Context: an optimization exercise on an open-source flow, tuned for small area, a short achievable clock period and few clock cycles per item. The choices shown serve that exercise and are no tape-out recipe.
No run shown here included a check of the RTL's function; only the layout flow was run.
No activity file was given, so power comes from the tool's default toggle rates.

--- design/flow/config.mk ---
export PLATFORM = sky130hd
export DESIGN_NAME = mips_arith_top
export DESIGN_NICKNAME = mips_arith_top
export VERILOG_FILES = /design/flow/design.v
export SDC_FILE = /design/flow/constraint.sdc
export NUM_CORES = 4
export LEC_CHECK = 0
export CAP_MARGIN = 20
export CORE_MARGIN = 2
export CORE_UTILIZATION = 45
export CTS_BUF_LIST = sky130_fd_sc_hd__clkbuf_8
export PLACE_DENSITY = 0.6
export SETUP_SLACK_MARGIN = 5
export SLEW_MARGIN = 20
--- design/flow/constraint.sdc ---
create_clock -name core_clock -period 8.0 [get_ports {clk}]
set_input_delay 1.6000 -clock core_clock [delete_from_list [all_inputs] [get_ports {clk}]]
set_output_delay 1.6000 -clock core_clock [all_outputs]
set_load 0.01 [all_outputs]
--- design/flow/design.v ---
`default_nettype none
package mips_isa_pkg;
   typedef logic [32-1:0] word_t;
   typedef logic [4:0] reg_num_t;
   typedef logic [4:0] shamt_t;
   typedef logic [15:0] imm16_t;
   typedef enum logic [5:0] {
      OP_RTYPE = 6'h00,
      OP_ADDI  = 6'h08,
      OP_ADDIU = 6'h09,
      OP_SLTI  = 6'h0a,
      OP_SLTIU = 6'h0b,
      OP_ANDI  = 6'h0c,
      OP_ORI   = 6'h0d,
      OP_XORI  = 6'h0e,
      OP_LUI   = 6'h0f
   } opcode_e;
   typedef enum logic [5:0] {
      FN_SLL  = 6'h00,
      FN_SRL  = 6'h02,
      FN_SRA  = 6'h03,
      FN_SLLV = 6'h04,
      FN_SRLV = 6'h06,
      FN_SRAV = 6'h07,
      FN_ADD  = 6'h20,
      FN_ADDU = 6'h21,
      FN_SUB  = 6'h22,
      FN_SUBU = 6'h23,
      FN_AND  = 6'h24,
      FN_OR   = 6'h25,
      FN_XOR  = 6'h26,
      FN_NOR  = 6'h27,
      FN_SLT  = 6'h2a,
      FN_SLTU = 6'h2b
   } funct_e;
endpackage
`default_nettype wire
`default_nettype none
package core_pkg;
   typedef struct packed {
      logic sum;
      logic logic_op;
      logic lt;
      logic shift_right;
      logic shift_left;
   } res_sel_t;
   typedef struct packed {
      res_sel_t  sel;
      logic      sub;
      logic      lt_unsigned;
      logic [1:0] logic_fn;
      logic      shift_arith;
   } exec_ctrl_t;
endpackage
`default_nettype wire
`default_nettype none
module mips_decode
(
   input  mips_isa_pkg::word_t    inst,
   output logic                   known,
   output logic                   a_shamt,
   output logic                   a_zero,
   output logic                   use_imm,
   output mips_isa_pkg::word_t    imm_b,
   output mips_isa_pkg::reg_num_t dest,
   output core_pkg::exec_ctrl_t   ctrl
);
   logic [5:0] opcode;
   logic [5:0] funct;
   logic       rtype;
   logic [15:0] imm;
   assign opcode = inst[31:26];
   assign funct  = inst[5:0];
   assign rtype  = (opcode == 6'h00);
   assign imm    = inst[15:0];
   always_comb begin
      known   = 1'b0;
      a_shamt = 1'b0;
      a_zero  = 1'b0;
      use_imm = !rtype;
      ctrl    = '0;
      if (rtype) begin
         case (funct)
            mips_isa_pkg::FN_SLL, mips_isa_pkg::FN_SRL, mips_isa_pkg::FN_SRA,
            mips_isa_pkg::FN_SLLV, mips_isa_pkg::FN_SRLV, mips_isa_pkg::FN_SRAV: begin
               known            = 1'b1;
               a_shamt          = !funct[2];
               ctrl.sel.shift_left  = !funct[1];
               ctrl.sel.shift_right = funct[1];
               ctrl.shift_arith = funct[0];
            end
            mips_isa_pkg::FN_ADD, mips_isa_pkg::FN_ADDU: begin
               known        = 1'b1;
               ctrl.sel.sum = 1'b1;
            end
            mips_isa_pkg::FN_SUB, mips_isa_pkg::FN_SUBU: begin
               known        = 1'b1;
               ctrl.sel.sum = 1'b1;
               ctrl.sub     = 1'b1;
            end
            mips_isa_pkg::FN_AND, mips_isa_pkg::FN_OR,
            mips_isa_pkg::FN_XOR, mips_isa_pkg::FN_NOR: begin
               known             = 1'b1;
               ctrl.sel.logic_op = 1'b1;
               ctrl.logic_fn     = funct[1:0];
            end
            mips_isa_pkg::FN_SLT, mips_isa_pkg::FN_SLTU: begin
               known            = 1'b1;
               ctrl.sel.lt      = 1'b1;
               ctrl.sub         = 1'b1;
               ctrl.lt_unsigned = funct[0];
            end
            default: ;
         endcase
      end else begin
         case (opcode)
            mips_isa_pkg::OP_ADDI, mips_isa_pkg::OP_ADDIU: begin
               known        = 1'b1;
               ctrl.sel.sum = 1'b1;
            end
            mips_isa_pkg::OP_SLTI, mips_isa_pkg::OP_SLTIU: begin
               known            = 1'b1;
               ctrl.sel.lt      = 1'b1;
               ctrl.sub         = 1'b1;
               ctrl.lt_unsigned = opcode[0];
            end
            mips_isa_pkg::OP_ANDI, mips_isa_pkg::OP_ORI, mips_isa_pkg::OP_XORI: begin
               known             = 1'b1;
               ctrl.sel.logic_op = 1'b1;
               ctrl.logic_fn     = opcode[1:0];
            end
            mips_isa_pkg::OP_LUI: begin
               known        = 1'b1;
               a_zero       = 1'b1;
               ctrl.sel.sum = 1'b1;
            end
            default: ;
         endcase
      end
   end
   always_comb begin
      if (opcode[2:0] == 3'b111) begin
         imm_b = {imm, 16'h0000};
      end else if (opcode[2]) begin
         imm_b = {16'h0000, imm};
      end else begin
         imm_b = {{16{imm[15]}}, imm};
      end
   end
   assign dest = rtype ? inst[15:11] : inst[20:16];
endmodule
`default_nettype wire
`default_nettype none
module regfile
(
   input  logic     clk,
   input  logic     arst_n,
   input  mips_isa_pkg::reg_num_t rd_num_next,
   output mips_isa_pkg::word_t    rd_data,
   input  mips_isa_pkg::reg_num_t wr_num,
   input  mips_isa_pkg::word_t    wr_data,
   input  logic     wr_en
);
   mips_isa_pkg::word_t regs [1:32-1];
   logic [32-1:1] written_q;
   logic [32-1:0] written;
   always_ff @(posedge clk or negedge arst_n) begin
      if (!arst_n) begin
         written_q <= '0;
      end else if (wr_en && (wr_num != '0)) begin
         written_q[wr_num] <= 1'b1;
      end
   end
   always_ff @(posedge clk) begin
      if (wr_en && (wr_num != '0)) begin
         regs[wr_num] <= wr_data;
      end
   end
   assign written = {written_q, 1'b0};
   logic [32-1:1] rd_sel_q;
   always_ff @(posedge clk) begin
      for (int i = 1; i < 32; i++) begin
         rd_sel_q[i] <= (rd_num_next == i[4:0]) &&
                        (written[i] || (wr_en && (wr_num == i[4:0])));
      end
   end
   always_comb begin
      rd_data = '0;
      for (int i = 1; i < 32; i++) begin
         rd_data = rd_data | (regs[i] & {32{rd_sel_q[i]}});
      end
   end
endmodule
`default_nettype wire
`default_nettype none
module issue_stage
(
   input  logic     clk,
   input  logic     arst_n,
   input  logic     inst_req,
   input  mips_isa_pkg::word_t    inst,
   output logic     inst_ack,
   output logic     except,
   output mips_isa_pkg::reg_num_t rd_num_next,
   input  mips_isa_pkg::word_t    rd_data,
   input  logic     ex_valid,
   input  logic     ex_leave,
   input  logic     wr_pend,
   input  mips_isa_pkg::reg_num_t wr_num,
   input  mips_isa_pkg::word_t    wr_data,
   output logic     push,
   output mips_isa_pkg::word_t    op_a,
   output logic [4:0] op_shamt,
   output mips_isa_pkg::word_t    op_b,
   output mips_isa_pkg::reg_num_t op_dest,
   output core_pkg::exec_ctrl_t   op_ctrl
);
   logic                   s1_q;
   logic                   s2_q;
   mips_isa_pkg::word_t    ir_q;
   mips_isa_pkg::word_t    a_q;
   logic [4:0]             shamt_q;
   logic                   ir_free;
   logic                   accept;
   logic                   s1_adv;
   logic                   fwd_rs;
   logic                   fwd_rt;
   logic                   a_fix;
   logic                   in_known;
   logic                   known;
   logic                   a_shamt;
   logic                   a_zero;
   logic                   use_imm;
   mips_isa_pkg::word_t    imm_b;
   mips_decode i_in_decode (
      .inst    (inst),
      .known   (in_known),
      .a_shamt (),
      .a_zero  (),
      .use_imm (),
      .imm_b   (),
      .dest    (),
      .ctrl    ()
   );
   mips_decode i_ir_decode (
      .inst    (ir_q),
      .known   (known),
      .a_shamt (a_shamt),
      .a_zero  (a_zero),
      .use_imm (use_imm),
      .imm_b   (imm_b),
      .dest    (op_dest),
      .ctrl    (op_ctrl)
   );
   assign ir_free = !s1_q && (!s2_q || !ex_valid);
   assign accept  = inst_req && !inst_ack && ir_free;
   assign s1_adv  = s1_q && (!ex_valid || ex_leave);
   assign push    = s2_q && !ex_valid;
   assign fwd_rs = wr_pend && (wr_num != '0) && (wr_num == ir_q[25:21]);
   assign fwd_rt = wr_pend && (wr_num != '0) && (wr_num == ir_q[20:16]);
   assign a_fix  = push && fwd_rs && !a_shamt && !a_zero;
   always_comb begin
      if (ir_free) begin
         rd_num_next = inst[25:21];
      end else if (s1_q && !s1_adv) begin
         rd_num_next = ir_q[25:21];
      end else begin
         rd_num_next = ir_q[20:16];
      end
   end
   assign op_a     = a_q;
   assign op_shamt = shamt_q;
   always_comb begin
      mips_isa_pkg::word_t b;
      b = use_imm ? imm_b : (fwd_rt ? wr_data : rd_data);
      for (int i = 0; i < 32; i++) begin
         if (op_ctrl.sel.shift_left) begin
            op_b[i] = b[31-i];
         end else begin
            op_b[i] = b[i] ^ op_ctrl.sub;
         end
      end
   end
   always_ff @(posedge clk or negedge arst_n) begin
      if (!arst_n) begin
         inst_ack <= 1'b0;
         except   <= 1'b0;
         s1_q     <= 1'b0;
         s2_q     <= 1'b0;
      end else begin
         if (accept) begin
            inst_ack <= 1'b1;
         end else if (!inst_req) begin
            inst_ack <= 1'b0;
         end
         if (inst_req && !in_known) begin
            except <= 1'b1;
         end
         if (accept) begin
            s1_q <= 1'b1;
         end else if (s1_adv) begin
            s1_q <= 1'b0;
         end
         if (s1_adv) begin
            s2_q <= known;
         end else if (push) begin
            s2_q <= 1'b0;
         end
      end
   end
   always_ff @(posedge clk) begin
      if (ir_free) begin
         ir_q <= inst;
      end
      if (s1_adv) begin
         if (a_shamt) begin
            a_q <= {27'd0, ir_q[10:6]};
         end else if (a_zero) begin
            a_q <= '0;
         end else if (fwd_rs) begin
            a_q <= wr_data;
         end else begin
            a_q <= rd_data;
         end
      end else if (a_fix) begin
         a_q <= wr_data;
      end
      if (s1_adv && (op_ctrl.sel.shift_left || op_ctrl.sel.shift_right)) begin
         if (a_shamt) begin
            shamt_q <= ir_q[10:6];
         end else if (fwd_rs) begin
            shamt_q <= wr_data[4:0];
         end else begin
            shamt_q <= rd_data[4:0];
         end
      end else if (a_fix && (op_ctrl.sel.shift_left || op_ctrl.sel.shift_right)) begin
         shamt_q <= wr_data[4:0];
      end
   end
endmodule
`default_nettype wire
`default_nettype none
module execute_stage
(
   input  logic       clk,
   input  logic       arst_n,
   input  logic       push,
   input  mips_isa_pkg::word_t    op_a,
   input  logic [4:0] op_shamt,
   input  mips_isa_pkg::word_t    op_b,
   input  mips_isa_pkg::reg_num_t op_dest,
   input  core_pkg::exec_ctrl_t   op_ctrl,
   input  logic       wb_ack,
   output logic       valid,
   output logic       leave,
   output logic       wr_pend,
   output mips_isa_pkg::reg_num_t wr_num,
   output logic       wb_req,
   output mips_isa_pkg::reg_num_t wb_dest,
   output mips_isa_pkg::word_t    wb_value
);
   core_pkg::exec_ctrl_t ctrl_q;
   mips_isa_pkg::reg_num_t dest;
   mips_isa_pkg::word_t  result;
   mips_isa_pkg::word_t  b_q;
   mips_isa_pkg::word_t  a;
   mips_isa_pkg::word_t  b;
   mips_isa_pkg::word_t  sum;
   logic                 b_sign;
   logic                 lt;
   mips_isa_pkg::word_t  logic_res;
   mips_isa_pkg::word_t  shift_res;
   logic                 fill;
   assign a = op_a;
   assign b = b_q;
   assign sum = a + b + {31'd0, ctrl_q.sub};
   assign b_sign = !b[31];
   assign lt = (a[31] ^ b_sign) ? (ctrl_q.lt_unsigned ? b_sign : a[31]) : sum[31];
   always_comb begin
      case (ctrl_q.logic_fn)
         2'b00:   logic_res = a & b;
         2'b01:   logic_res = a | b;
         2'b10:   logic_res = a ^ b;
         default: logic_res = ~(a | b);
      endcase
   end
   assign fill = ctrl_q.shift_arith & b[31];
   always_comb begin
      logic [63:0] wide;
      wide      = {{32{fill}}, b} >> op_shamt;
      shift_res = wide[31:0];
   end
   always_comb begin
      result = '0;
      if (ctrl_q.sel.sum)         result = result | sum;
      if (ctrl_q.sel.logic_op)    result = result | logic_res;
      if (ctrl_q.sel.lt)          result = result | {31'd0, lt};
      if (ctrl_q.sel.shift_right) result = result | shift_res;
      for (int i = 0; i < 32; i++) begin
         if (ctrl_q.sel.shift_left) result[i] = result[i] | shift_res[31-i];
      end
   end
   assign leave = valid && !wb_req && !wb_ack;
   always_ff @(posedge clk or negedge arst_n) begin
      if (!arst_n) begin
         valid   <= 1'b0;
         wr_pend <= 1'b0;
         wb_req  <= 1'b0;
      end else begin
         if (push) begin
            valid <= 1'b1;
         end else if (leave) begin
            valid <= 1'b0;
         end
         wr_pend <= leave;
         if (wb_req) begin
            if (wb_ack) begin
               wb_req <= 1'b0;
            end
         end else if (valid && !wb_ack) begin
            wb_req <= 1'b1;
         end
      end
   end
   always_ff @(posedge clk) begin
      if (push) begin
         ctrl_q <= op_ctrl;
         b_q    <= op_b;
         dest   <= op_dest;
      end
      if (leave) begin
         wr_num <= dest;
      end
      if (!wb_req) begin
         wb_dest  <= dest;
         wb_value <= result;
      end
   end
endmodule
`default_nettype wire
`default_nettype none
module mips_arith_core
(
   input  logic       clk,
   input  logic       arst_n,
   input  logic       inst_req,
   input  mips_isa_pkg::word_t      inst,
   output logic       inst_ack,
   output logic       wb_req,
   output mips_isa_pkg::reg_num_t   wb_dest,
   output mips_isa_pkg::word_t      wb_value,
   input  logic       wb_ack,
   output logic       except
);
   mips_isa_pkg::reg_num_t rd_num_next;
   mips_isa_pkg::word_t    rd_data;
   logic                   ex_valid;
   logic                   ex_leave;
   logic                   wr_pend;
   logic                   push;
   mips_isa_pkg::word_t    op_a;
   logic [4:0]             op_shamt;
   mips_isa_pkg::reg_num_t wr_num;
   mips_isa_pkg::word_t    op_b;
   mips_isa_pkg::reg_num_t op_dest;
   core_pkg::exec_ctrl_t   op_ctrl;
   issue_stage i_issue_stage (
      .clk        (clk),
      .arst_n     (arst_n),
      .inst_req   (inst_req),
      .inst       (inst),
      .inst_ack   (inst_ack),
      .except     (except),
      .rd_num_next (rd_num_next),
      .rd_data    (rd_data),
      .ex_valid   (ex_valid),
      .ex_leave   (ex_leave),
      .wr_pend    (wr_pend),
      .wr_num     (wr_num),
      .wr_data    (wb_value),
      .push       (push),
      .op_a       (op_a),
      .op_shamt   (op_shamt),
      .op_b       (op_b),
      .op_dest    (op_dest),
      .op_ctrl    (op_ctrl)
   );
   regfile i_regfile (
      .clk     (clk),
      .arst_n  (arst_n),
      .rd_num_next (rd_num_next),
      .rd_data (rd_data),
      .wr_num  (wr_num),
      .wr_data (wb_value),
      .wr_en   (wr_pend)
   );
   execute_stage i_execute_stage (
      .clk      (clk),
      .arst_n   (arst_n),
      .push     (push),
      .op_a     (op_a),
      .op_shamt (op_shamt),
      .op_b     (op_b),
      .op_dest  (op_dest),
      .op_ctrl  (op_ctrl),
      .wb_ack   (wb_ack),
      .valid    (ex_valid),
      .leave    (ex_leave),
      .wr_pend  (wr_pend),
      .wr_num   (wr_num),
      .wb_req   (wb_req),
      .wb_dest  (wb_dest),
      .wb_value (wb_value)
   );
endmodule
`default_nettype wire
`default_nettype none
module mips_arith_top (
   input  wire        clk,
   input  wire        arst_n,
   input  wire        inst_req,
   input  wire [31:0] inst,
   output wire        inst_ack,
   output wire        wb_req,
   output wire [4:0]  wb_dest,
   output wire [31:0] wb_value,
   input  wire        wb_ack,
   output wire        except
);
   mips_arith_core i_core (
      .clk      (clk),
      .arst_n   (arst_n),
      .inst_req (inst_req),
      .inst     (inst),
      .inst_ack (inst_ack),
      .wb_req   (wb_req),
      .wb_dest  (wb_dest),
      .wb_value (wb_value),
      .wb_ack   (wb_ack),
      .except   (except)
   );
endmodule
`default_nettype wire
--- design/flow/run.sh ---
#!/bin/bash
# synth_recipe.tcl (not shown) runs the flow's synth.tcl, then flattens the netlist and writes it again
# the make line also repeats each setting of config.mk as NAME=value (left out here)
make -C /OpenROAD-flow-scripts/flow DESIGN_CONFIG=/design/flow/config.mk WORK_HOME=/design/flow/orfs CLKGATE_MAP_FILE= SYNTH_SCRIPT=/design/flow/synth_recipe.tcl finish
==> results of run 1 <==
==> power by group through the flow <==
| stage | registers (mW) | logic [mW] | clock network (mW) |
|---|---|---|---|
| floorplan | 7.52 | 0.384 | 0 |
| global placement | 7.47 | 0.868 | 0 |
| detailed placement | 7.46 | 0.891 | 0 |
| CTS | 7.32 | 1.31 | 4.93 |
| global route | 7.32 | 1.43 | 5.20 |
| finish | 7.32 | 1.38 | 4.91 |
==> synth_stat cells (all sizes together), types with 44 or more instances <==
library cell	n	share of area (%)
edfxtp	1150	67
a22oi	342	5.0
nand2	227	1.7
nor2	192	1.4
clkbuf	163	1.2
o21ai	134	1.3
nor3	114	1.1
inv	110	0.80
a21oi	103	1.0
a22o	95	1.6
ha	77	1.9
a221oi	70	1.2
nand4	56	0.70
and2	50	0.61
nand3	48	0.48
a211oi	47	0.69
a222oi	44	0.86
==> worst max-delay path, stage by stage, from the launching register on <==
cell and delay [ns]:
edfxtp_1 0.48, buf_12 0.19, buf_8 0.13
==> registers in the layout (all words and copies together) (netlist names) <==
signal / count
i_core.i_issue_stage.ir_q: 32
i_core.i_execute_stage.b_q: 32
i_core.i_issue_stage.s1_q: 1
i_core.i_issue_stage.except: 1
i_core.i_execute_stage.dest: 5
i_core.i_issue_stage.s2_q: 1
i_core.i_execute_stage.wb_value: 32
i_core.i_regfile.regs: 992
i_core.i_issue_stage.a_q: 32
i_core.i_execute_stage.wb_dest: 5
i_core.i_execute_stage.wr_num: 5
i_core.i_execute_stage.wr_pend: 1
i_core.i_execute_stage.wb_req: 1
i_core.i_regfile.rd_sel_q: 31
i_core.i_regfile.written_q: 31
i_core.i_execute_stage.ctrl_q: 10
i_core.i_issue_stage.shamt_q: 5
i_core.i_execute_stage.valid: 1
i_core.i_issue_stage.inst_ack: 1
==> layer usage <==
metal / track usage, % / routed length (µm) / vias up
met4: 20.1 / 13800 / 16
met2: 51.6 / 89500 / 2752
met3: 7.94 / 23900 / 529
met5: 0 / 99 / -
li1: - / - / 15000
met1: 43.9 / 72000 / 18600
==> through the flow <==
stage | util, % | cell area, µm²
final | 54.0 | 60900
after CTS | 53.4 | 60200
after floorplan | - | 51400
after global placement | 48.1 | 54200
after detailed placement | 48.1 | 54300
after global routing | 54.0 | 60900
==> worst min-delay path by stage <==
stage                     cells past startpoint                                end                      startpoint  slack (ns)
final                                         1     i_core.i_regfile.written_q[18]  i_core.i_regfile.written_q[18]        0.46
after global routing                          1      i_core.i_regfile.written_q[4]   i_core.i_regfile.written_q[4]        0.49
after CTS                                     1     i_core.i_regfile.written_q[18]  i_core.i_regfile.written_q[18]        0.47
after detailed placement                      1     i_core.i_regfile.written_q[18]  i_core.i_regfile.written_q[18]        0.45
after global placement                        1     i_core.i_regfile.written_q[18]  i_core.i_regfile.written_q[18]        0.44
after floorplan                               0  i_core.i_execute_stage.wb_dest[0]  i_core.i_execute_stage.dest[0]        0.42
==> layout make-up <==
type                       count  area, µm²
antenna                        2       5.00
timing repair buffer         372       4240
sequential                  1219      36200
inverter                     111        427
clock buffer                 197       2710
multi-input combinational   2034      14700
tap                         1500       1880
clock inverter               135        729
timing repair inverter         1       7.51
fill                        9100      51900
==> cells by family after synthesis <==
family | Yosys count | share of synthesized area, %
flops | 1219 | 70.4
compound gates | 1003 | 14.2
simple gates | 826 | 7.81
buf+inv | 315 | 2.43
mux | 89 | 2.58
fa+ha+maj | 79 | 1.96
xor+xnor | 35 | 0.598
==> repair_timing <==
item | in CTS | in global routing
gates resized for setup | 382 | 68
hold buffers | 0 | 0
pin swaps | 33 | 31
setup buffers | 111 | 43
endpoints found under the setup margin | 283 | 269
gates cloned | 28 | 2
==> results.json, run 1 <==
{
  "rsz0062_at_grt": "true",
  "critical_path_start_end_classification": "reg2out",
  "mean_cell_area_of_the_mapped_netlist_um2": 14.4,
  "ys_dominant_reg_cell": "edfxtp_1",
  "layout.nets": 4043,
  "tightestPinTransition_ns": 1.12,
  "port_buffers": 75,
  "synth.ff_latch_count": 1219,
  "numPlacedInstances": 5053,
  "clkSlewWorstSetupHoldPaths_ns": 0.07,
  "latest_clock_arrival_within_the_worst_skew_pair_ns": 0.90,
  "outcome": "no timing/DRC/antenna violations",
  "grt_first_pass_wirelength_um": 272000,
  "mostFrequentLayoutCells": "1,150 x edfxtp_1, 342 x a22oi_1, 224 x nand2_1, 218 x buf_4, 198 x clkbuf_8",
  "crit_path_setup_slack_layout_ns": 4.72,
  "worst_case_register_to_register_setup_slack_ns": 4.86,
  "post-place-ws_ns": 3.99,
  "power.density_nw_per_um2": 224,
  "drt-wirelength-per-cell_um": 35.8,
  "critical_path.reg2reg.endpoint": "i_core.i_regfile.written_q[12]",
  "initial_core_util_pct": 45.5,
  "yosys_cell_types": 82,
  "die_h_um": 342,
  "die_area_um2": 117000,
  "synth-seq-area-share_pct": 70.4,
  "1st_pass_router_iterations": 6,
  "timing.max_slew.rel_slack_pct": 25.6,
  "timing.critical_path.arrival_ns": 1.68,
  "first_global_vias": 34800,
  "p_sw_mw": 3.43,
  "synth_enable_flop_cells": 1150,
  "async_reset_ff_share_pct": 3.12,
  "cts_htree_levels": 4,
  "critical_path_fanout_max": 2,
  "floorplan.rows": 123,
  "worst_setup_path_end_kind": "output port",
  "routed_wl_um": 199000,
  "endpoints_failing_setup": 0,
  "core_region_area_um2": 113000,
  "worst_setup_endpoint": "wb_value[15]",
  "track_usage_pct": 33.7,
  "layout_stage_area_growth_over_the_synthesis_result_pct": 18.7,
  "r2r_start": "i_core.i_execute_stage.wr_num[1]",
  "fin_crit_ns": 3.28,
  "synthCells": 3566,
  "routed_via_density": 6.62,
  "overall_power_of_the_completed_layout_mw": 13.6,
  "antenna_found_initial": 11,
  "detailedPlacementHpwl_um": 105000,
  "grt_start_max_net_pins": 96,
  "cts_tree": "yes",
  "clockPowerShare_pct": 36.1,
  "timing.reg2reg.worst_path_depth": 14,
  "min-delay-path-class": "reg2reg",
  "achievable-frequency_mhz": 305,
  "final_layout_size_suffix_gt1_share_pct": 19.3,
  "worst_ep_required_time_ns": 6.40,
  "pwr-share-comb_pct": 10.1,
  "cts_buffers": 189,
  "final-max-slew-violation-count": 0,
  "clock-sinks": 1219,
  "die_w_um": 342,
  "route.antenna.remaining_nets": 0,
  "power.share.sequential_pct": 53.8,
  "maxCapViolCount": 0,
  "detail_route.drc_violations": 0,
  "final.hold.worst_slack_ns": 0.464,
  "switching_share_pct": 25.2,
  "setup_total_negative_slack_ns": 0,
  "setup.worst_path.start_class": "register",
  "worst_setup_path_startpoint": "i_core.i_execute_stage.wb_value[15]",
  "hold_vio_cnt_final": 0,
  "most_frequent_standard_cell_in_the_layout_excluding_fill_and_tap_cells": "edfxtp_1",
  "internal-power_mw": 10.2,
  "max-vdd-ir-drop_mv": 0.159,
  "clock_skew_ns": 0.0530,
  "min_period_over_period_pct": 40.9,
  "static-leakage-power_nw": 21.4,
  "clock_tree.buffer_depth": 3,
  "synthesis.nets": 3681,
  "gr-total-overflow": 0,
  "boundaryPins": 76,
  "cell_area_after_technology_mapping_um2": 51300,
  "detailroute.via_count": 36900,
  "routabilityCongestion": 0.912,
  "synth-warning-count": 4,
  "final_cell_count_no_fill": 5571,
  "cts_root_cell": "clkbuf_8",
  "drt-initial-drc-count": 6713
}
==> run 2: changes to the inputs <==
--- a/design/flow/config.mk
+++ b/design/flow/config.mk
@@ -8,7 +8,8 @@
 export CAP_MARGIN = 20
 export CORE_MARGIN = 2
 export CORE_UTILIZATION = 45
-export CTS_BUF_LIST = sky130_fd_sc_hd__clkbuf_8
+export CTS_CLUSTER_DIAMETER = 80
+export CTS_CLUSTER_SIZE = 24
 export PLACE_DENSITY = 0.6
 export SETUP_SLACK_MARGIN = 5
 export SLEW_MARGIN = 20
==> run 2 against run 1 <==
  * Fmax shrank 0.96%
  * Critical path depth up 6
  * Highest routed layer unchanged
  * Still clean
  * Largest power group unchanged
  * Non-clock buffer count increased by 7
  * Total power down 10%
  * Hold slack better by 0.0068 ns
  * Area after synthesis unchanged
  * Clock skew decreased by 0.026 ns
==> results.json, run 2 <==
{
  "worst_ep_required_time_ns": 8.57,
  "endpoints_failing_setup": 0,
  "fin_crit_ns": 3.31,
  "antenna_found_initial": 7,
  "route.antenna.remaining_nets": 0,
  "most_frequent_standard_cell_in_the_layout_excluding_fill_and_tap_cells": "edfxtp_1",
  "boundaryPins": 76,
  "max-vdd-ir-drop_mv": 0.181,
  "synth-warning-count": 4,
  "yosys_cell_types": 82,
  "numPlacedInstances": 5053,
  "latest_clock_arrival_within_the_worst_skew_pair_ns": 0.73,
  "grt_start_max_net_pins": 96,
  "drt-initial-drc-count": 6188,
  "tightestPinTransition_ns": 1.11,
  "track_usage_pct": 33.2,
  "synthCells": 3566,
  "critical_path_depth": 8,
  "initial_core_util_pct": 45.5,
  "gr-total-overflow": 0,
  "registers.top_by_ff_count": "i_core.i_regfile.regs",
  "routabilityCongestion": 0.912,
  "largest_reg_flops": 992,
  "die_w_um": 342,
  "ys_top_cells_by_area": "edfxtp_1 67%, a22oi_1 5.0%, ha_1 1.9%",
  "mean_cell_area_of_the_mapped_netlist_um2": 14.4,
  "cp_num_buf_inv": 1,
  "synthesis.nets": 3681,
  "worst_setup_path_startpoint": "i_core.i_regfile.rd_sel_q[29]",
  "cts_root_cell": "clkbuf_16",
  "cts_htree_levels": 2,
  "timing.reg2reg.worst_path_depth": 8,
  "port_buffers": 75,
  "final-max-slew-violation-count": 0,
  "clock_skew_ns": 0.0274,
  "core_region_area_um2": 113000,
  "detail_route.drc_violations": 0,
  "critPathMaxStageDelay_ns": 0.80,
  "async_reset_ff_share_pct": 3.12,
  "path_delay_family": "compound AO/OA/AOI/OAI gates",
  "layout.nets": 3921,
  "global_route.usage.met1_pct": 44.1,
  "maxCapViolCount": 0,
  "synth.cells.most_frequent": "1,150 x edfxtp_1, 342 x a22oi_1, 227 x nand2_1, 191 x nor2_1, 162 x clkbuf_1",
  "clkSlewWorstSetupHoldPaths_ns": 0.10,
  "ys_dominant_reg_cell": "edfxtp_1",
  "final_cell_count_no_fill": 5341,
  "worst_setup_endpoint": "i_core.i_execute_stage.b_q[21]",
  "synthDominantCellAreaShare_pct": 67.3,
  "clock_tree.buffer_depth": 3,
  "1st_pass_router_iterations": 7,
  "timing.max_slew.rel_slack_pct": 25.7,
  "die_h_um": 342,
  "setup_total_negative_slack_ns": 0,
  "routed_wl_um": 197000,
  "r2r_start": "i_core.i_regfile.rd_sel_q[29]",
  "die_area_um2": 117000,
  "power.density_nw_per_um2": 206,
  "grtUsageMet2_pct": 51.4,
  "first_global_vias": 33300,
  "timing.critical_path.arrival_ns": 3.88,
  "critical_path_fanout_max": 19,
  "critical_path.reg2reg.endpoint": "i_core.i_execute_stage.b_q[21]",
  "achievable-frequency_mhz": 302,
  "drt-wirelength-per-cell_um": 36.8,
  "final_layout_size_suffix_gt1_share_pct": 16.7,
  "critical_path.cell_chain": "buf_4, a22oi_1, nand4_1, nor2_1, and2_1, a211oi_1, o21ai_0, a31oi_1",
  "cts_tree": "yes",
  "detailroute.via_count": 36200,
  "hold_vio_cnt_final": 0,
  "gr-usage-met3_pct": 6.69,
  "rsz0062_at_grt": "true",
  "routed_via_density": 6.78,
  "synthMostInstantiatedCell": "edfxtp_1",
  "slowest_stage": "dfxtp_2",
  "worst_case_register_to_register_setup_slack_ns": 4.69,
  "cell_area_after_technology_mapping_um2": 51300,
  "min_period_over_period_pct": 41.3,
  "mostFrequentLayoutCells": "1,150 x edfxtp_1, 342 x a22oi_1, 225 x nand2_1, 222 x buf_4, 167 x nor2_1",
  "synth-seq-area-share_pct": 70.4,
  "detailedPlacementHpwl_um": 105000,
  "cts_buffers": 60,
  "synth_area_leader_cell": "edfxtp_1",
  "layout_stage_area_growth_over_the_synthesis_result_pct": 15.6,
  "critical_path_start_end_classification": "reg2reg",
  "min-delay-path-class": "reg2reg",
  "clock-sinks": 1219,
  "synth.ff_latch_count": 1219,
  "grt_most_used_layer": "met2",
  "setup.worst_path.start_class": "register",
  "static-leakage-power_nw": 20.2,
  "final.fill_count": 9230,
  "outcome": "no timing/DRC/antenna violations",
  "grt_first_pass_wirelength_um": 268000,
  "worst_setup_path_end_kind": "register",
  "synth_enable_flop_cells": 1150,
  "floorplan.rows": 123
}
run 2: routing by layer:
layer  part of all wire (%)  vias to the layer above
met2                     45                     2514
met3                     11                      488
met1                     36                    18500
li1                       -                    14700
met4                    6.8                        8
met5                  0.023                        -
run 2: area by class of cell:
class | instances | area (µm²) | area share [%]
Antenna cell | 5 | 12.5 | 0.0211
Timing Repair inverter | 1 | 7.51 | 0.0127
Sequential cell | 1219 | 36200 | 61.0
Multi-Input combinational cell | 2034 | 14700 | 24.8
Inverter | 111 | 423 | 0.713
Clock inverter | 14 | 219 | 0.369
Tap cell | 1500 | 1880 | 3.16
Clock buffer | 78 | 1570 | 2.65
Timing Repair Buffer | 379 | 4290 | 7.23
run 2: worst reg2reg max path, stage by stage, from the launching register on:
cell and delay [ns]:
dfxtp_2 0.80, buf_4 0.58, a22oi_1 0.20, nand4_1 0.14
nor2_1 0.11, and2_1 0.26, a211oi_1 0.65, o21ai_0 0.24
a31oi_1 0.20
run 2: worst min path at each step:
stage                                   start                           endpoint  slack [ns]  cells past startpoint
2_1_floorplan  i_core.i_execute_stage.dest[0]  i_core.i_execute_stage.wb_dest[0]        0.42                      0
3_3_place_gp   i_core.i_regfile.written_q[18]     i_core.i_regfile.written_q[18]        0.44                      1
3_5_place_dp   i_core.i_regfile.written_q[18]     i_core.i_regfile.written_q[18]        0.45                      1
4_1_cts        i_core.i_regfile.written_q[18]     i_core.i_regfile.written_q[18]        0.47                      1
5_1_grt        i_core.i_regfile.written_q[22]     i_core.i_regfile.written_q[22]        0.49                      1
6_report       i_core.i_regfile.written_q[18]     i_core.i_regfile.written_q[18]        0.47                      1
run 2: what timing repair did:
action	CTS	global route
pin swaps	37	35
buffers inserted	113	48
hold buffers	0	0
gates cloned	29	1
setup endpoints to repair	290	188
resized for setup	380	64
run 2: through the flow:
step	utilization, %	worst slack [ns]	hold slack (ns)	power, mW	instance area (µm²)
floorplan	-	4.90	0.421	7.91	51400
CTS	52.0	4.82	0.475	12.2	58700
detailed placement	48.1	3.99	0.452	8.35	54300
global route	52.6	4.67	0.491	12.5	59300
finish	52.6	4.69	0.471	12.2	59300
global placement	48.1	4.13	0.443	8.34	54200
run 2: kinds of logic after synthesis:
family,synth area share (%)
multiplexers,2.58
adder cells (fa/ha/maj),1.96
AO/OA/AOI/OAI,14.2
buffers and inverters,2.43
XOR/XNOR,0.598
AND/OR/NAND/NOR,7.81
flip-flops,70.4
run 2: power by group:
group	leakage, nW	internal (mW)	switching [mW]	total [mW]
Sequential	11.3	7.21	0.0983	7.31
Clock	0.868	1.47	2.07	3.54
Combinational	8.10	0.580	0.813	1.39
==> run 3: changes to the inputs <==
--- a/design/flow/config.mk
+++ b/design/flow/config.mk
@@ -13,3 +13,4 @@
 export PLACE_DENSITY = 0.6
 export SETUP_SLACK_MARGIN = 5
 export SLEW_MARGIN = 20
+export TNS_END_PERCENT = 10
==> run 3 against run 2 <==
  * Fmax rose by 0.54%
  * Clock-buffer cell count rose by 1
  * Die area did not move
  * Non-clock buffer count fell by 94
  * Highest routed layer is now met4
  * Largest cell class unchanged
  * Combinational power fell by 17%
  * Still clean on timing, DRC and antenna
  * Total power fell by 1.6%
  * Flip-flop and latch count did not move
  * Critical path type unchanged
  * Final cell count fell by 1.8%
  * Synthesized cell count did not move
  * Sequential share of layout area rose by 1.5 points
  * Clock power rose by 1%
==> results.json, run 3 <==
{
  "achievable-frequency_mhz": 304,
  "timing.reg2reg.worst_path_depth": 8,
  "routabilityCongestion": 0.908,
  "cts_buffers": 61,
  "tightestPinTransition_ns": 1.04,
  "synthMostInstantiatedCell": "edfxtp_1",
  "detailedPlacementHpwl_um": 103000,
  "final.hold.worst_slack_ns": 0.465,
  "maxCapViolCount": 0,
  "worst_case_register_to_register_setup_slack_ns": 4.71,
  "1st_pass_router_iterations": 8,
  "ys_top_cells_by_area": "edfxtp_1 67%, a22oi_1 5.0%, ha_1 1.9%",
  "drt-initial-drc-count": 5820,
  "gr-usage-met3_pct": 6.04,
  "min_period_over_period_pct": 41.1,
  "critical_path_start_end_classification": "reg2reg",
  "drt-wirelength-per-cell_um": 35.9,
  "power.density_nw_per_um2": 208,
  "grt_start_max_net_pins": 65,
  "static-leakage-power_nw": 19.5,
  "cts_root_cell": "clkbuf_16",
  "timing.critical_path.arrival_ns": 3.84,
  "outcome": "no timing/DRC/antenna violations",
  "layout.nets": 3826,
  "synth-simple-area-share_pct": 7.81,
  "synth_enable_flop_cells": 1150,
  "detailroute.via_count": 35500,
  "final-max-slew-violation-count": 0,
  "mean_cell_area_of_the_mapped_netlist_um2": 14.4,
  "compound_gate_fraction_of_synth_area_pct": 14.2,
  "synthesis.nets": 3681,
  "slowest_stage": "nor3_1",
  "synth.area.mux_share_pct": 2.58,
  "endpoints_failing_setup": 0,
  "core_region_area_um2": 113000,
  "die_w_um": 342,
  "fin_crit_ns": 3.29,
  "synth-seq-area-share_pct": 70.4,
  "grt_most_used_layer": "met2",
  "cts_tree": "yes",
  "routed_wl_um": 188000,
  "boundaryPins": 76,
  "multi_input_combinational_cell_area_um2": 14600,
  "largest_reg_flops": 992,
  "final_cell_count_no_fill": 5243,
  "clockPowerShare_pct": 29.8,
  "yosys_cell_types": 82,
  "detail_route.drc_violations": 0,
  "global_route.usage.met1_pct": 43.0,
  "synth_top_family_by_area": "compound AO/OA/AOI/OAI gates",
  "grtUsageMet2_pct": 50.0,
  "internal-power_mw": 9.14,
  "worst_setup_path_end_kind": "register",
  "floorplan.rows": 123,
  "synth-xor-area-share_pct": 0.598,
  "path_delay_family": "simple AND/OR/NAND/NOR gates",
  "synth_adder_area_share_pct": 1.96,
  "overall_power_of_the_completed_layout_mw": 12.0,
  "critical_path_fanout_max": 20,
  "synth_area_leader_cell": "edfxtp_1",
  "routed_via_density": 6.77,
  "clock_tree.buffer_depth": 3,
  "first_global_vias": 33200,
  "registers.top_by_ff_count": "i_core.i_regfile.regs",
  "synthDominantCellAreaShare_pct": 67.3,
  "rsz0062_at_grt": "true",
  "switching_share_pct": 24.2,
  "max-vdd-ir-drop_mv": 0.186,
  "critical_path.cell_chain": "buf_4, a22o_1, a221oi_1, nand4_1, nor3_1, a211oi_1, or3_1, a31oi_1",
  "p_sw_mw": 2.91,
  "synth-warning-count": 4,
  "die_h_um": 342,
  "cts.hold.buffers_added": 0,
  "timing.max_slew.rel_slack_pct": 30.6,
  "setup.worst_path.start_class": "register",
  "stdcell_area_um2": 57900,
  "ys_dominant_reg_cell": "edfxtp_1",
  "clock_skew_ns": 0.0545,
  "clkSlewWorstSetupHoldPaths_ns": 0.09,
  "synth.cells.most_frequent": "1,150 x edfxtp_1, 342 x a22oi_1, 227 x nand2_1, 191 x nor2_1, 162 x clkbuf_1",
  "numPlacedInstances": 5055,
  "layout_stage_area_growth_over_the_synthesis_result_pct": 12.8,
  "track_usage_pct": 31.8,
  "final.fill_count": 9353,
  "worstHoldPathCells": 1,
  "dpl-instance-area_um2": 54200,
  "cp_num_buf_inv": 1,
  "hold_vio_cnt_final": 0,
  "cell_area_after_technology_mapping_um2": 51300,
  "antenna_found_initial": 1,
  "most_frequent_standard_cell_in_the_layout_excluding_fill_and_tap_cells": "edfxtp_1",
  "power.share.sequential_pct": 60.6,
  "critPathMaxStageDelay_ns": 0.77,
  "setup_total_negative_slack_ns": 0,
  "die_area_um2": 117000,
  "grt_first_pass_wirelength_um": 259000,
  "min-delay-path-class": "reg2reg",
  "worst_ep_required_time_ns": 8.55,
  "cts_htree_levels": 2,
  "route.antenna.remaining_nets": 0,
  "mostFrequentLayoutCells": "1,150 x edfxtp_1, 342 x a22oi_1, 226 x nand2_1, 171 x nor2_1, 158 x buf_4",
  "synthCells": 3566,
  "gr-total-overflow": 0,
  "clock-sinks": 1219,
  "initial_core_util_pct": 45.5,
  "port_buffers": 75,
  "final_layout_size_suffix_gt1_share_pct": 13.4,
  "synth.ff_latch_count": 1219,
  "seqCellArea_um2": 36200,
  "latest_clock_arrival_within_the_worst_skew_pair_ns": 0.74,
  "async_reset_ff_share_pct": 3.12,
  "critical_path_depth": 8,
  "pwr-share-comb_pct": 9.6
}
==> run 3: changes by cell type in the layout (fill, tap and decap cells not counted), moves of 7 or more <==
cell / change
dfxtp_4: -10
dlygate4sd2_1: +19
buf_12: -10
buf_8: -12
buf_6: -25
buf_4: -64
bufbuf_16: -14
clkdlybuf4s15_1: +7
dfxtp_2: +10
==> run 3: power groups by stage <==
stage / logic (mW) / clock network (mW) / registers (mW)
after floorplan: 0.384 / 0 / 7.52
after global placement: 0.868 / 0 / 7.46
after detailed placement: 0.885 / 0 / 7.46
after CTS: 1.11 / 3.59 / 7.30
after global routing: 1.21 / 3.80 / 7.31
final: 1.15 / 3.59 / 7.30
==> run 3: path summary, 6_finish.rpt <==
kind | start | endpoint
max | i_core.i_regfile.rd_sel_q[16] | i_core.i_execute_stage.b_q[3]
min | i_core.i_regfile.written_q[23] | i_core.i_regfile.written_q[23]
max reg2reg | i_core.i_regfile.rd_sel_q[16] | i_core.i_execute_stage.b_q[3]
min reg2reg | i_core.i_regfile.written_q[23] | i_core.i_regfile.written_q[23]
max in group asynchronous | arst_n | i_core.i_execute_stage.wb_req
min in group asynchronous | arst_n | i_core.i_regfile.written_q[6]
==> run 3: cell type report <==
cell class | count | area share, %
Sequential cell | 1219 | 62.5
Multi-Input combinational cell | 2033 | 25.1
Timing Repair Buffer | 285 | 5.17
Tap cell | 1500 | 3.24
Clock buffer | 79 | 2.86
Inverter | 111 | 0.729
Clock inverter | 14 | 0.363
Antenna cell | 2 | 0.00865
==> run 3: worst register-to-register path, delay by kind of cell (launching register included) <==
family | cells | cell delay (ns)
compound gates | 4 | 0.92
buf+inv | 1 | 0.39
flops | 1 | 0.51
simple gates | 3 | 1.31
==> run 3: per-stage QoR <==
| stage | setup slack, ns | util [%] |
|---|---|---|
| after global placement | 4.13 | 48.1 |
| after detailed placement | 3.95 | 48.1 |
| after CTS | 4.76 | 50.9 |
| after global routing | 4.62 | 51.3 |
| final | 4.71 | 51.3 |
| after floorplan | 4.86 | - |
==> run 3: timing repair <==
item	4_1_cts	5_1_grt
setup buffers	55	24
pin swaps	8	24
resized for setup	180	60
gates cloned	14	0
setup endpoints to repair	216	245
==> run 3: cells by family (layout without fill, tap and decap cells) <==
group / Yosys count / after routing
AO/OA/AOI/OAI: 1003 / 1004
XOR/XNOR: 35 / 35
adder cells (fa/ha/maj): 79 / 79
buffers and inverters: 315 / 489
flip-flops: 1219 / 1219
multiplexers: 89 / 89
other: 0 / 2
AND/OR/NAND/NOR: 826 / 826
==> run 3: metal layers <==
layer | vias to the layer above | wire, µm
met5 | - | 0
met1 | 18300 | 70100
li1 | 14500 | -
met4 | 0 | 11200
met3 | 398 | 21200
met2 | 2336 | 85700
==> run 4: changes to the inputs <==
--- a/design/flow/config.mk
+++ b/design/flow/config.mk
@@ -8,8 +8,6 @@
 export CAP_MARGIN = 20
 export CORE_MARGIN = 2
 export CORE_UTILIZATION = 45
-export CTS_CLUSTER_DIAMETER = 80
-export CTS_CLUSTER_SIZE = 24
 export PLACE_DENSITY = 0.6
 export SETUP_SLACK_MARGIN = 5
 export SLEW_MARGIN = 20
==> run 4 against run 3 <==
  * Still clean on timing, DRC and antenna
  * Via count up 0.45%
  * Combinational power down 7%
  * Register-to-register slack about the same
  * Wire length down 1.2%
  * Clock-buffer cell count up 66
  * Global-route usage down 0.40 points
  * Setup slack worse by 0.0012 ns
  * Clock skew up 0.019 ns
  * Synthesized cell count unchanged
  * Largest power group unchanged
==> results.json, run 4 <==
{
  "outcome": "no timing/DRC/antenna violations",
  "initial_core_util_pct": 45.5,
  "registers.top_by_ff_count": "i_core.i_regfile.regs",
  "largest_reg_flops": 992,
  "final.hold.worst_slack_ns": 0.456,
  "cts_tree": "yes",
  "route.antenna.remaining_nets": 0,
  "latest_clock_arrival_within_the_worst_skew_pair_ns": 0.77,
  "min_period_over_period_pct": 41.1,
  "final_cell_count_no_fill": 5344,
  "gr-total-overflow": 0,
  "synth_area_leader_cell": "edfxtp_1",
  "power.share.sequential_pct": 52.6,
  "path_delay_family": "simple AND/OR/NAND/NOR gates",
  "maxCapViolCount": 0,
  "clock-sinks": 1219,
  "p_sw_mw": 3.28,
  "first_global_vias": 33600,
  "tightestPinTransition_ns": 1.06,
  "min-delay-path-class": "reg2reg",
  "switching_share_pct": 23.6,
  "slowest_stage": "or4_4",
  "timing.max_slew.rel_slack_pct": 29.5,
  "timing.critical_path.arrival_ns": 3.94,
  "ys_top_cells_by_area": "edfxtp_1 67%, a22oi_1 5.0%, ha_1 1.9%",
  "critical_path_fanout_max": 4,
  "synth-seq-area-share_pct": 70.4,
  "core_region_area_um2": 113000,
  "synthCells": 3566,
  "cts_htree_levels": 3,
  "die_area_um2": 117000,
  "layout.nets": 3857,
  "worst_case_register_to_register_setup_slack_ns": 4.71,
  "fin_crit_ns": 3.29,
  "async_reset_ff_share_pct": 3.12,
  "static-leakage-power_nw": 20.3,
  "grt_start_max_net_pins": 65,
  "ys_dominant_reg_cell": "edfxtp_1",
  "track_usage_pct": 31.5,
  "achievable-frequency_mhz": 304,
  "synthesis.nets": 3681,
  "endpoints_failing_setup": 0,
  "routed_via_density": 6.67,
  "synthDominantCellAreaShare_pct": 67.3,
  "pwr-share-comb_pct": 7.7,
  "worst_ep_required_time_ns": 8.65,
  "overall_power_of_the_completed_layout_mw": 13.9,
  "setup_total_negative_slack_ns": 0,
  "port_buffers": 75,
  "most_frequent_standard_cell_in_the_layout_excluding_fill_and_tap_cells": "edfxtp_1",
  "grt_first_pass_wirelength_um": 257000,
  "synth.ff_latch_count": 1219,
  "synth_enable_flop_cells": 1150,
  "worst_setup_path_end_kind": "register",
  "setup.worst_path.start_class": "register",
  "antenna_found_initial": 2,
  "critical_path.cell_chain": "inv_2, ha_4, xnor2_4, nand3_2, or3_4, ha_4, or4_4, nor4_4, nand4_1, nor3_2, nand3_1, o21bai_1",
  "floorplan.rows": 123,
  "yosys_cell_types": 82,
  "cts_root_cell": "clkbuf_16",
  "layout_stage_area_growth_over_the_synthesis_result_pct": 16.0,
  "detailroute.via_count": 35700,
  "clkSlewWorstSetupHoldPaths_ns": 0.06,
  "clock_tree.buffer_depth": 3,
  "grt_most_used_layer": "met2",
  "mostFrequentLayoutCells": "1,150 x edfxtp_1, 342 x a22oi_1, 226 x nand2_1, 171 x nor2_1, 133 x buf_4",
  "max-vdd-ir-drop_mv": 0.161,
  "cp_num_buf_inv": 1,
  "cts_buffers": 121,
  "internal-power_mw": 10.6,
  "die_h_um": 342,
  "critical_path_start_end_classification": "reg2reg",
  "synthMostInstantiatedCell": "edfxtp_1",
  "critPathMaxStageDelay_ns": 0.53,
  "power.density_nw_per_um2": 234,
  "numPlacedInstances": 5055,
  "routed_wl_um": 186000,
  "grtUsageMet2_pct": 49.5,
  "final_layout_size_suffix_gt1_share_pct": 14.6,
  "clockPowerShare_pct": 39.7,
  "hold_vio_cnt_final": 0,
  "clock_skew_ns": 0.0734,
  "detailedPlacementHpwl_um": 103000,
  "global_route.usage.met1_pct": 42.3,
  "die_w_um": 342,
  "drt-initial-drc-count": 5614,
  "synth.cells.most_frequent": "1,150 x edfxtp_1, 342 x a22oi_1, 227 x nand2_1, 191 x nor2_1, 162 x clkbuf_1",
  "gr-usage-met3_pct": 6.73,
  "detail_route.drc_violations": 0,
  "final-max-slew-violation-count": 0,
  "1st_pass_router_iterations": 8,
  "drt-wirelength-per-cell_um": 34.8,
  "synth-warning-count": 4,
  "boundaryPins": 76,
  "mean_cell_area_of_the_mapped_netlist_um2": 14.4,
  "routabilityCongestion": 0.908,
  "rsz0062_at_grt": "true",
  "cell_area_after_technology_mapping_um2": 51300,
  "critical_path.most_common_cell": "ha_4"
}
[run 4: cells by family after synthesis]
family                   synth area share (%)
flip-flops                               70.4
AO/OA/AOI/OAI                            14.2
adder cells (fa/ha/maj)                  1.96
AND/OR/NAND/NOR                          7.81
multiplexers                             2.58
buffers and inverters                    2.43
XOR/XNOR                                0.598
[run 4: cell type report]
cell class,count,area [µm²]
diodes,1,2.50
clock buffers,145,3160
clock inverters,79,667
fillers,9210,53300
inverters,111,417
multi-input cells,2033,14600
flip-flops and latches,1219,36200
well taps,1500,1880
repair buffers,256,2660
[run 4: through the flow]
stage / utilization, % / setup WS [ns] / instance area (µm²)
after floorplan: - / 4.86 / 51400
after global placement: 48.1 / 4.13 / 54200
after detailed placement: 48.1 / 3.95 / 54200
after CTS: 52.3 / 4.72 / 59000
after global routing: 52.7 / 4.61 / 59500
final: 52.7 / 4.71 / 59500
[run 4: power by group through the flow]
stage               sequential (mW)  clock (mW)  combinational, mW
floorplan                      7.52           0              0.384
global placement               7.46           0              0.868
detailed placement             7.46           0              0.885
CTS                            7.31        5.52               1.04
global route                   7.32        5.76               1.13
finish                         7.31        5.51               1.07
[run 4: path summary, 6_finish.rpt]
path	startpoint	endpoint	depth (start not counted)
max	i_core.i_execute_stage.wr_num[0]	i_core.i_regfile.written_q[20]	12
min	i_core.i_regfile.written_q[23]	i_core.i_regfile.written_q[23]	1
max reg2reg	i_core.i_execute_stage.wr_num[0]	i_core.i_regfile.written_q[20]	12
min reg2reg	i_core.i_regfile.written_q[23]	i_core.i_regfile.written_q[23]	1
max in group asynchronous	arst_n	i_core.i_execute_stage.wb_req	1
min in group asynchronous	arst_n	i_core.i_execute_stage.wr_pend	1
[run 4: per-layer routing]
metal	wire length [µm]	up-vias
li1	-	14600
met1	69400	18200
met2	85500	2467
met3	22000	376
met4	9080	2
met5	14	-
[run 4: what timing repair did]
item	CTS	global route
setup endpoints to repair	220	300
cloned	9	0
hold buffers	0	0
setup buffers	34	20
resized for setup	162	55
pin swaps	7	21
==> run 5: changes to the inputs <==
--- a/design/flow/config.mk
+++ b/design/flow/config.mk
@@ -11,4 +11,4 @@
 export PLACE_DENSITY = 0.6
 export SETUP_SLACK_MARGIN = 5
 export SLEW_MARGIN = 20
-export TNS_END_PERCENT = 10
+export TNS_END_PERCENT = 3
==> run 5 against run 4 <==
  * Sequential power is essentially flat
  * Setup slack lost 0.087 ns
  * Still clean
  * Register-to-register slack lost 0.09 ns
  * Critical path type unchanged
  * Sequential share of layout area shrank 0.087 points
  * Synthesized cell count is the same
  * Hold slack gained 0.0095 ns
  * Utilization grew 0.058 points
  * Wire length grew 0.54%
  * Combinational power is essentially flat
  * Critical path depth shrank 4
  * Via count is essentially flat
  * Flip-flop and latch count is the same
==> results.json, run 5 <==
{
  "outcome": "no timing/DRC/antenna violations",
  "synth-seq-area-share_pct": 70.4,
  "port_buffers": 75,
  "switching_share_pct": 23.4,
  "grt_start_max_net_pins": 65,
  "drt-wirelength-per-cell_um": 34.9,
  "internal-power_mw": 10.8,
  "core_region_area_um2": 113000,
  "synthesis.nets": 3681,
  "min_period_over_period_pct": 42.2,
  "critPathMaxStageDelay_ns": 0.79,
  "most_frequent_standard_cell_in_the_layout_excluding_fill_and_tap_cells": "edfxtp_1",
  "latest_clock_arrival_within_the_worst_skew_pair_ns": 0.78,
  "min-delay-path-class": "reg2reg",
  "max-vdd-ir-drop_mv": 0.194,
  "synthDominantCellAreaShare_pct": 67.3,
  "antenna_found_initial": 7,
  "async_reset_ff_share_pct": 3.12,
  "mean_cell_area_of_the_mapped_netlist_um2": 14.4,
  "cts_tree": "yes",
  "clock_tree.buffer_depth": 3,
  "power.density_nw_per_um2": 237,
  "clkSlewWorstSetupHoldPaths_ns": 0.06,
  "synth.cells.most_frequent": "1,150 x edfxtp_1, 342 x a22oi_1, 227 x nand2_1, 191 x nor2_1, 162 x clkbuf_1",
  "cts_root_cell": "clkbuf_16",
  "cts_htree_levels": 3,
  "maxCapViolCount": 0,
  "registers.top_by_ff_count": "i_core.i_regfile.regs",
  "endpoints_failing_setup": 0,
  "floorplan.rows": 123,
  "detail_route.drc_violations": 0,
  "layout_stage_area_growth_over_the_synthesis_result_pct": 16.1,
  "routed_wl_um": 187000,
  "setup.worst_path.start_class": "register",
  "die_h_um": 342,
  "critical_path.cell_chain": "buf_4, a22oi_1, nand4_1, nor3_1, and2_1, a211oi_1, or3_1, a31oi_1",
  "synthCells": 3566,
  "final_layout_size_suffix_gt1_share_pct": 14.5,
  "static-leakage-power_nw": 20.3,
  "synth_area_leader_cell": "edfxtp_1",
  "cts_buffers": 120,
  "die_area_um2": 117000,
  "gr-total-overflow": 0,
  "achievable-frequency_mhz": 296,
  "tightestPinTransition_ns": 1.08,
  "fin_crit_ns": 3.38,
  "yosys_cell_types": 82,
  "drt-initial-drc-count": 5910,
  "slowest_stage": "dfxtp_2",
  "largest_reg_flops": 992,
  "cp_num_buf_inv": 1,
  "stdcell_area_um2": 59600,
  "routed_via_density": 6.66,
  "pwr-share-comb_pct": 7.7,
  "synthMostInstantiatedCell": "edfxtp_1",
  "route.antenna.remaining_nets": 0,
  "path_delay_family": "compound AO/OA/AOI/OAI gates",
  "p_sw_mw": 3.30,
  "synth-warning-count": 4,
  "power.share.sequential_pct": 51.8,
  "clock-sinks": 1219,
  "synth_enable_flop_cells": 1150,
  "layout.nets": 3863,
  "rsz0062_at_grt": "true",
  "first_global_vias": 33000,
  "ys_dominant_reg_cell": "edfxtp_1",
  "die_w_um": 342,
  "grt_first_pass_wirelength_um": 257000,
  "worst_ep_required_time_ns": 8.40,
  "timing.max_slew.rel_slack_pct": 28.1,
  "detailedPlacementHpwl_um": 102000,
  "ys_top_cells_by_area": "edfxtp_1 67%, a22oi_1 5.0%, ha_1 1.9%",
  "final_core_util_pct": 52.8,
  "critical_path_start_end_classification": "reg2reg",
  "dpl-instance-area_um2": 54200,
  "1st_pass_router_iterations": 8,
  "clockPowerShare_pct": 40.4,
  "cell_area_after_technology_mapping_um2": 51300,
  "worst_setup_path_end_kind": "register",
  "critical_path_fanout_max": 20,
  "mostFrequentLayoutCells": "1,150 x edfxtp_1, 342 x a22oi_1, 225 x nand2_1, 171 x nor2_1, 144 x buf_4",
  "detailroute.via_count": 35700,
  "hold_vio_cnt_final": 0,
  "final-max-slew-violation-count": 0,
  "initial_core_util_pct": 45.5,
  "clock_skew_ns": 0.101,
  "routabilityCongestion": 0.938,
  "setup_total_negative_slack_ns": 0,
  "boundaryPins": 76,
  "timing.critical_path.arrival_ns": 3.78,
  "track_usage_pct": 31.6,
  "synth.ff_latch_count": 1219
}
-- run 5: cell counts after synthesis --
No cell type changed its count.
-- run 5: what timing repair did --
item / 4_1_cts / 5_1_grt
pin swaps: 8 / 17
endpoints found under the setup margin: 252 / 282
gates cloned: 11 / 0
resized for setup: 177 / 24
setup buffers: 42 / 20
hold buffers: 0 / 0
-- run 5: routing by layer --
layer	vias up	share of wire (%)	GRT usage [%]
met1	18200	37	42.5
met3	438	11	6.22
met2	2364	46	49.9
li1	14600	-	-
met5	-	0.030	0
met4	8	5.3	14.2
-- run 5: final cells by class --
cell class	instances	area (µm²)
antenna	2	5.00
clock buffer	154	3220
clock inverter	69	747
fill	9244	53300
inverter	111	420
multi-input combinational	2033	14500
sequential	1219	36100
tap	1500	1880
timing repair buffer	262	2660
timing repair inverter	1	7.51
-- run 5: power groups by stage --
stage                     combinational [mW]  clock (mW)  sequential (mW)
after global placement                 0.868           0             7.47
after CTS                               1.05        5.71             7.31
after global routing                    1.14        5.95             7.32
after floorplan                        0.384           0             7.52
after detailed placement               0.882           0             7.47
final                                   1.09        5.71             7.32
-- run 5: metrics by stage --
| stage | total power, mW | setup WS, ns | hold slack, ns | std cells |
|---|---|---|---|---|
| after floorplan | 7.91 | 4.86 | 0.421 | 3566 |
| after global placement | 8.34 | 4.13 | 0.442 | 5053 |
| after detailed placement | 8.35 | 3.96 | 0.447 | 5053 |
| after CTS | 14.1 | 4.78 | 0.466 | 5329 |
| after global routing | 14.4 | 4.66 | 0.489 | 5349 |
| final | 14.1 | 4.62 | 0.466 | 5351 |
-- run 5: final timing paths --
path                                                start                        endpoint  slack, ns  cells after the start
max                         i_core.i_regfile.rd_sel_q[19]  i_core.i_execute_stage.b_q[23]       4.62                      8
min                        i_core.i_regfile.written_q[26]  i_core.i_regfile.written_q[26]       0.47                      1
max reg2reg                 i_core.i_regfile.rd_sel_q[19]  i_core.i_execute_stage.b_q[23]       4.62                      8
min reg2reg                i_core.i_regfile.written_q[26]  i_core.i_regfile.written_q[26]       0.47                      1
max in group asynchronous                          arst_n   i_core.i_execute_stage.wb_req       6.38                      1
min in group asynchronous                          arst_n   i_core.i_regfile.written_q[7]       0.97                      1
-- run 5: cell families after synthesis --
kind of cell             after synthesis  synth area share, %
adder cells (fa/ha/maj)               79                 1.96
XOR/XNOR                              35                0.598
multiplexers                          89                 2.58
AO/OA/AOI/OAI                       1003                 14.2
buffers and inverters                315                 2.43
AND/OR/NAND/NOR                      826                 7.81
flip-flops                          1219                 70.4

port drivers added, routing unchanged:
The flow's constraints put no driver on any port. The routed layouts listed below were extracted and timed again, unchanged, in two steps. Step 1 assumes that a clkbuf_16 drives the clock port and a buf_2 every other input. Step 2, shift: input delay + t, output delay - t, t = (earliest + latest rising clock arrival at the registers) / 2. This alone moves slack from input paths to output paths. a / b / c = ideal / step 1 / step 2; a / b = the first two.
run	t, ns	setup slack, ns	worst setup path after step 2	worst slew at a driven data input, ns	cell pins on the clock port's net
run 1	0.937	4.725 / 4.664 / 4.177	input to register	0.07	1
run 2	0.793	4.693 / 4.693 / 4.531	input to register	0.07	1
run 3	0.797	4.710 / 4.660 / 4.082	input to register	0.05	1
run 4	0.810	4.709 / 4.652 / 4.074	input to register	0.06	1
run 5	0.809	4.622 / 4.622 / 4.064	input to register	0.06	1
After both steps setup and hold are still met in every run listed. For run 4, which loses most, drivers alone change the setup slack by -0.057 ns; drivers and shift together by -0.635 ns.
